From an optimization exercise on the open Yosys and OpenROAD flow, aimed at small area and a short achievable clock period; shortcuts taken in it are not production practice.
RTL that was checked went through simulation tests only; none was proved equivalent to the original.

Setup of job 2031:
==> flow/design.v (excerpt) <==
module conv3x3_mac
(
    input  logic                             clk,
    input  logic                             reset,
    input  logic                             conv_en,
    input  logic [9*16-1:0] filter_taps,
    input  logic [9*16-1:0] window_taps,
    output logic [16-1:0]           out_data,
    output logic                             out_we
);
Size: roughly 6300 cells after synthesis, ~310 I/O pins, ~68000 um2 of cells after synthesis.
==> flow/config.mk <==
export PLATFORM = sky130hd
export DESIGN_NAME = conv3x3_mac
export DESIGN_NICKNAME = conv3x3_mac
export VERILOG_FILES = /design/flow/design.v
export SDC_FILE = /design/flow/constraint.sdc
export NUM_CORES = 4
export LEC_CHECK = 0
export ABC_AREA = 1
export CAP_MARGIN = 20
export CORE_MARGIN = 2
export CORE_UTILIZATION = 55
export SETUP_SLACK_MARGIN = 5
export SLEW_MARGIN = 60
export SYNTH_HIERARCHICAL = 1
==> flow/constraint.sdc <==
create_clock -name core_clock -period 8.5 [get_ports {clk}]
set_input_delay 1.7000 -clock core_clock [delete_from_list [all_inputs] [get_ports {clk}]]
set_output_delay 1.7000 -clock core_clock [all_outputs]
set_load 0.01 [all_outputs]
standard.sh (not shown) runs the stock make flow with config.mk's settings and CLKGATE_MAP_FILE= SYNTH_SCRIPT=/design/flow/synth_recipe.tcl, a recipe that flattens the netlist after the stock synthesis.
==> flow/flow/run.sh <==
#!/bin/bash
# Layout flow: the standard ORFS flow (standard synthesis unchanged),
# except that buffer_ports makes the input and output port buffers from the
# smallest buffer, sky130_fd_sc_hd__buf_1, which the resizer may still size
# up where timing needs it. Each ORFS step keeps its own log under
# orfs/logs/; make's own output goes to flow_make.log here.
set -euo pipefail
bash standard.sh BUFFER_PORTS_ARGS="-buffer_cell sky130_fd_sc_hd__buf_1" finish > flow_make.log 2>&1
What job 7696 does differently from job 2031 at the input level:
# job 2031
export LEC_CHECK = 0
export ABC_AREA = 1
export CAP_MARGIN = 20
export CORE_MARGIN = 2
export CORE_UTILIZATION = 55
export SETUP_SLACK_MARGIN = 5
export SLEW_MARGIN = 60
export SYNTH_HIERARCHICAL = 1
create_clock -name core_clock -period 8.5 [get_ports {clk}]
# job 7696
export LEC_CHECK = 0
export ABC_AREA = 1
export CAP_MARGIN = 20
export CORE_MARGIN = 2
export CORE_UTILIZATION = 55
export SETUP_SLACK_MARGIN = 5
export SLEW_MARGIN = 20
export SYNTH_HIERARCHICAL = 1
create_clock -name core_clock -period 8.5 [get_ports {clk}]
- Higher count of clock-buffer cells in the layout goes to job 7696 over job 2031.
- Final period utilization: job 7696 vs job 2031, no meaningful difference
- The post-layout minimum cycle time was comparable across job 7696 and job 2031.
- ~same wire length in job 7696 and job 2031
#### Input delta (job 8367 over job 7696)
# job 7696
export LEC_CHECK = 0
export ABC_AREA = 1
export CAP_MARGIN = 20
export CORE_MARGIN = 2
export CORE_UTILIZATION = 55
export SETUP_SLACK_MARGIN = 5
export SLEW_MARGIN = 20
export SYNTH_HIERARCHICAL = 1
create_clock -name core_clock -period 8.5 [get_ports {clk}]
# job 8367
export LEC_CHECK = 0
export ABC_AREA = 1
export CAP_MARGIN = 20
export CORE_MARGIN = 2
export CORE_UTILIZATION = 55
export CTS_BUF_LIST = sky130_fd_sc_hd__clkbuf_8
export SETUP_SLACK_MARGIN = 5
export SLEW_MARGIN = 20
export SYNTH_HIERARCHICAL = 1
create_clock -name core_clock -period 8.5 [get_ports {clk}]
--- outcome ---
Job 8367: no failed stages, no open violations at the end
Job 8367: combined global-route utilization of all metal layers 0.33 points above job 7696
Of job 7696 and job 8367, the run reporting the higher final worst-path cycle share was job 8367.
Horizontal die dimension of job 7696 is on par with job 8367.

run 1:
Another version of the RTL of conv3x3_mac (not shown whole).
Size: roughly 0.068 mm² of cells after synthesis.
==> flow/config.mk <==
export PLATFORM = sky130hd
export DESIGN_NAME = conv3x3_mac
export DESIGN_NICKNAME = conv3x3_mac
export VERILOG_FILES = /design/flow/design.v
export SDC_FILE = /design/flow/constraint.sdc
export NUM_CORES = 4
export LEC_CHECK = 0
export ABC_AREA = 1
export CAP_MARGIN = 20
export CORE_MARGIN = 2
export CORE_UTILIZATION = 45
export GPL_ROUTABILITY_DRIVEN = 0
export SETUP_SLACK_MARGIN = 5
export SLEW_MARGIN = 20
export SYNTH_HIERARCHICAL = 1
==> flow/constraint.sdc <==
create_clock -name core_clock -period 8.5 [get_ports {clk}]
set_input_delay 1.7000 -clock core_clock [delete_from_list [all_inputs] [get_ports {clk}]]
set_output_delay 1.7000 -clock core_clock [all_outputs]
set_load 0.01 [all_outputs]
Scripts as last shown in full above: flow/flow/run.sh
Run 1 completed every stage of the flow, and the final layout passed the timing, design-rule and antenna checks.
For run 2, these inputs were changed with respect to run 1:
# run 1
export LEC_CHECK = 0
export ABC_AREA = 1
export CAP_MARGIN = 20
export CORE_MARGIN = 2
export CORE_UTILIZATION = 45
export GPL_ROUTABILITY_DRIVEN = 0
export SETUP_SLACK_MARGIN = 5
export SLEW_MARGIN = 20
export SYNTH_HIERARCHICAL = 1
create_clock -name core_clock -period 8.5 [get_ports {clk}]
# run 2
export LEC_CHECK = 0
export ABC_AREA = 1
export CAP_MARGIN = 20
export CORE_MARGIN = 2
export CORE_UTILIZATION = 65
export GPL_ROUTABILITY_DRIVEN = 0
export SETUP_SLACK_MARGIN = 5
export SLEW_MARGIN = 20
export SYNTH_HIERARCHICAL = 1
create_clock -name core_clock -period 8.5 [get_ports {clk}]
The setup slack of run 2 is smaller than that of run 1.
Comparing run 1 against run 2, there is no change at all in cell count after synthesis.
Changes observed in run 2 relative to run 1: layout-stage area growth over the synthesis result lost 1.1 points; biggest cell delay along the critical path picked up an extra 160 ps; initial antenna violation count lost 6.
Run 2 against run 1: floorplan die width decreased by 65 µm relative to the old numbers; number of diodes went down.
Run 2 vs. run 1: global-route usage went up by 15 points.
Of run 2 and run 1, run 2 shows the lower via count of the first global-routing pass, with run 1 above it.
Run 1 ended up with neg_5[3]$_DFF_P_ as its beginning of the critical path; run 2 ended up with one_4[0]$_DFF_P_.
### run 2 -> run 3
# run 2
export LEC_CHECK = 0
export ABC_AREA = 1
export CAP_MARGIN = 20
export CORE_MARGIN = 2
export CORE_UTILIZATION = 65
export GPL_ROUTABILITY_DRIVEN = 0
export SETUP_SLACK_MARGIN = 5
export SLEW_MARGIN = 20
export SYNTH_HIERARCHICAL = 1
create_clock -name core_clock -period 8.5 [get_ports {clk}]
# run 3
export LEC_CHECK = 0
export ABC_AREA = 1
export CAP_MARGIN = 20
export CORE_MARGIN = 2
export CORE_UTILIZATION = 55
export PLACE_DENSITY = 0.8
export SETUP_SLACK_MARGIN = 5
export SLEW_MARGIN = 20
export SYNTH_HIERARCHICAL = 1
create_clock -name core_clock -period 8.5 [get_ports {clk}]
Results
Run 2 and run 3 ended up with roughly the same setup total negative slack. Compared with run 2, run 3 shows a lower antenna diode instance count. In the floorplan summary, run 3 is listed with a die area greater than that of run 2. On half-perimeter wire length after placement: between run 3 and run 2, it ends up higher for run 3. Comparing wire length for run 3 and run 2, the smaller number came from run 2.
The following lists how run 4 was set up differently from run 3:
# run 3
export LEC_CHECK = 0
export ABC_AREA = 1
export CAP_MARGIN = 20
export CORE_MARGIN = 2
export CORE_UTILIZATION = 55
export PLACE_DENSITY = 0.8
export SETUP_SLACK_MARGIN = 5
export SLEW_MARGIN = 20
export SYNTH_HIERARCHICAL = 1
create_clock -name core_clock -period 8.5 [get_ports {clk}]
# run 4
export LEC_CHECK = 0
export ABC_AREA = 1
export CAP_MARGIN = 20
export CORE_MARGIN = 2
export CORE_UTILIZATION = 55
export CTS_CLUSTER_SIZE = 24
export GPL_ROUTABILITY_DRIVEN = 0
export SETUP_SLACK_MARGIN = 5
export SLEW_MARGIN = 20
export SYNTH_HIERARCHICAL = 1
create_clock -name core_clock -period 8.5 [get_ports {clk}]
## What came out
- Of run 3 and run 4, run 3 shows the lower largest fanout on the critical path, with run 4 above it.
- Any difference in final area between run 3 and run 4 is small enough to ignore.
- On first-pass iteration count of the detailed router: run 4 sits below run 3.
- [run 4 vs run 3] pre-CTS setup slack: higher in run 4
- Relative to run 3, register-to-register slack has gone up in run 4.
- The critical path arrival was comparable across run 3 and run 4.
- Per the comparison of run 4 with run 3, share of final layout cell area taken by non-clock buffers has remained practically unchanged, final setup skew has increased, multi-input logic area has decreased, final design utilization has remained practically unchanged.

Starting RTL as in the previous note.
export LEC_CHECK = 0
export ABC_AREA = 1
export CAP_MARGIN = 20
export CORE_MARGIN = 2
export CORE_UTILIZATION = 55
export SETUP_SLACK_MARGIN = 5
export SLEW_MARGIN = 20
export SYNTH_HIERARCHICAL = 1
create_clock -name core_clock -period 8.5 [get_ports {clk}]
Scripts as last shown in full above: flow/flow/run.sh
Next try:
Settings changed: GPL_ROUTABILITY_DRIVEN set to 0.
Utilization is about the same. Non-clock buffer count goes down by 2. Synthesized cell count does not change. Cell area is about the same. Hold slack barely changes. Worst setup slack is better by 19 ps. First-iteration DRC count goes up by 3.1%. Clock skew hardly moves. Global-route usage goes down by 1.9 points.

west:
Another version of the RTL of conv3x3_mac (not shown whole).
For scale: roughly 310 I/O pins, about 70000 µm² of cells after synthesis.
Settings: LEC_CHECK=0, ABC_AREA=1, CAP_MARGIN=20, CORE_MARGIN=2, CORE_UTILIZATION=55, SETUP_SLACK_MARGIN=4.9, SLEW_MARGIN=20, SYNTH_HIERARCHICAL=1; clock period 8.5 ns.
run.sh (not shown) runs the stock make flow with config.mk's settings and CLKGATE_MAP_FILE= SYNTH_SCRIPT=/design/flow/synth_recipe.tcl, a recipe that flattens the netlist after the stock synthesis.
Stock flow here: none of the scripts above is used.
Modified inputs, east compared to west
# west
export LEC_CHECK = 0
export ABC_AREA = 1
export CAP_MARGIN = 20
export CORE_MARGIN = 2
export CORE_UTILIZATION = 55
export SETUP_SLACK_MARGIN = 4.9
export SLEW_MARGIN = 20
export SYNTH_HIERARCHICAL = 1
create_clock -name core_clock -period 8.5 [get_ports {clk}]
# east
export LEC_CHECK = 0
export ABC_AREA = 1
export CAP_MARGIN = 20
export CORE_MARGIN = 2
export CORE_UTILIZATION = 55
export SETUP_SLACK_MARGIN = 5
export SLEW_MARGIN = 20
export SYNTH_HIERARCHICAL = 1
create_clock -name core_clock -period 8.5 [get_ports {clk}]
==> flow/flow/run.sh (new file) <==
#!/bin/bash
# Layout flow: the standard ORFS flow (standard synthesis unchanged),
# except that buffer_ports makes the input and output port buffers from the
# smallest buffer, sky130_fd_sc_hd__buf_1, which the resizer may still size
# up where timing needs it. Each ORFS step keeps its own log under
# orfs/logs/; make's own output goes to flow_make.log here.
set -euo pipefail
bash standard.sh BUFFER_PORTS_ARGS="-buffer_cell sky130_fd_sc_hd__buf_1" finish > flow_make.log 2>&1
==> flow/standard.sh (new file) <==
#!/bin/bash
# synth_recipe.tcl (not shown) runs the flow's synth.tcl, then flattens the netlist and writes it again
# the make line also repeats each setting of config.mk as NAME=value (left out here)
make -C /OpenROAD-flow-scripts/flow DESIGN_CONFIG=/design/flow/config.mk WORK_HOME=/design/flow/orfs CLKGATE_MAP_FILE= SYNTH_SCRIPT=/design/flow/synth_recipe.tcl "${@:-finish}"
removed: flow/run.sh
Findings:
Of east and west, east shows the lower routing usage on met2, with west above it. Going from west to east, the post-layout minimum cycle time was found to have gone down by 0.022 ns. In east the final cell area excluding filler cells turned out about 2.5% lower than in west. west has higher total routing usage reported by global routing than east. The launch point of the critical path comes out f_q[15] in one run and one_6[1] in the other, namely in east and west respectively. On critical path depth, east and west are neck and neck.
No run of this note included a check of the RTL's function; only the layout flow was run.

== branch juniper ==
Another version of the RTL of conv3x3_mac (not shown whole).
Size in the first run: roughly 6,100 cells after synthesis, roughly 310 I/O pins.
Settings: LEC_CHECK=0, ABC_AREA=1, CAP_MARGIN=20, CORE_MARGIN=2, CORE_UTILIZATION=55, SETUP_SLACK_MARGIN=5, SLEW_MARGIN=20, SYNTH_HIERARCHICAL=1; clock period 8.5 ns.
Stock flow here: none of the scripts above is used.
Here is what was changed in the inputs of branch harbor compared with branch juniper.
# branch juniper
export LEC_CHECK = 0
export ABC_AREA = 1
export CAP_MARGIN = 20
export CORE_MARGIN = 2
export CORE_UTILIZATION = 55
export SETUP_SLACK_MARGIN = 5
export SLEW_MARGIN = 20
export SYNTH_HIERARCHICAL = 1
create_clock -name core_clock -period 8.5 [get_ports {clk}]
# branch harbor
export LEC_CHECK = 0
export ABC_AREA = 1
export CAP_MARGIN = 20
export CORE_MARGIN = 2
export CORE_UTILIZATION = 55
export SETUP_SLACK_MARGIN = 4
export SLEW_MARGIN = 20
export SYNTH_HIERARCHICAL = 1
create_clock -name core_clock -period 8.5 [get_ports {clk}]
--- outcome ---
branch harbor: post-synthesis to final-layout area growth 29 points below branch juniper. Critical path depth: branch harbor vs branch juniper up 4. [branch harbor vs branch juniper] sequential share of layout area: higher in branch harbor. Row final wirelength: branch harbor lower / branch juniper higher. Non-clock buffer count was higher in the run labelled branch juniper. Going from branch juniper to branch harbor, shortest period the worst path allows went up by 0.52 ns, total number of vias went down by 7,320. When branch harbor is measured against branch juniper, its fraction of cell area in non-clock buffers turns out 9.8 points lower. Compared with branch juniper, branch harbor shows a lower worst setup slack after layout. Between branch juniper and branch harbor, post-CTS resize count decreased.

## what the ideal ports hide
How much do the figures lean on ideal ports? The routed layouts below were timed once more, with nothing changed but the port constraints.
Step 1 sets driving cells, clkbuf_16 on the clock port and buf_2 on the other inputs (assumed; they add their load-dependent delay and slew).
Step 2, shift: input delay + t, output delay - t, t = (earliest + latest rising clock arrival at the registers) / 2. This alone moves slack from input paths to output paths.
a / b / c = ideal ports / drivers / drivers and shift; a / b = the first two.
run	t, ns	slack for setup (ns)	hold WS [ns]	worst setup path after step 2	pins driven straight from the clock port
job 2031	0.822	4.981 / 4.981 / 4.981	0.324 / 0.324 / 0.324	register to register	1
job 7696	0.802	4.983 / 4.983 / 4.983	0.328 / 0.328 / 0.328	register to register	1
job 8367	1.006	4.950 / 4.950 / 4.950	0.329 / 0.329 / 0.329	register to register	1
run 1	0.836	5.049 / 5.049 / 5.049	0.341 / 0.341 / 0.341	register to register	1
run 2	0.782	4.816 / 4.816 / 4.816	0.328 / 0.328 / 0.328	register to register	1
run 3	0.799	4.971 / 4.971 / 4.971	0.337 / 0.337 / 0.337	register to register	1
run 4	0.811	5.000 / 5.000 / 5.000	0.325 / 0.325 / 0.325	register to register	1
the first run of note 3	0.804	4.982 / 4.982 / 4.982	0.328 / 0.328 / 0.328	register to register	1
the second run of note 3	0.811	5.000 / 5.000 / 5.000	0.325 / 0.325 / 0.325	register to register	1
west	0.820	4.963 / 4.963 / 4.963	0.321 / 0.321 / 0.321	register to register	1
east	0.830	4.985 / 4.985 / 4.985	0.327 / 0.327 / 0.327	register to register	1
branch juniper	0.812	4.549 / 4.549 / 4.549	0.327 / 0.327 / 0.327	register to register	1
branch harbor	0.784	4.025 / 4.025 / 4.025	0.327 / 0.327 / 0.327	register to register	1
After both steps setup and hold are still met in every run listed.
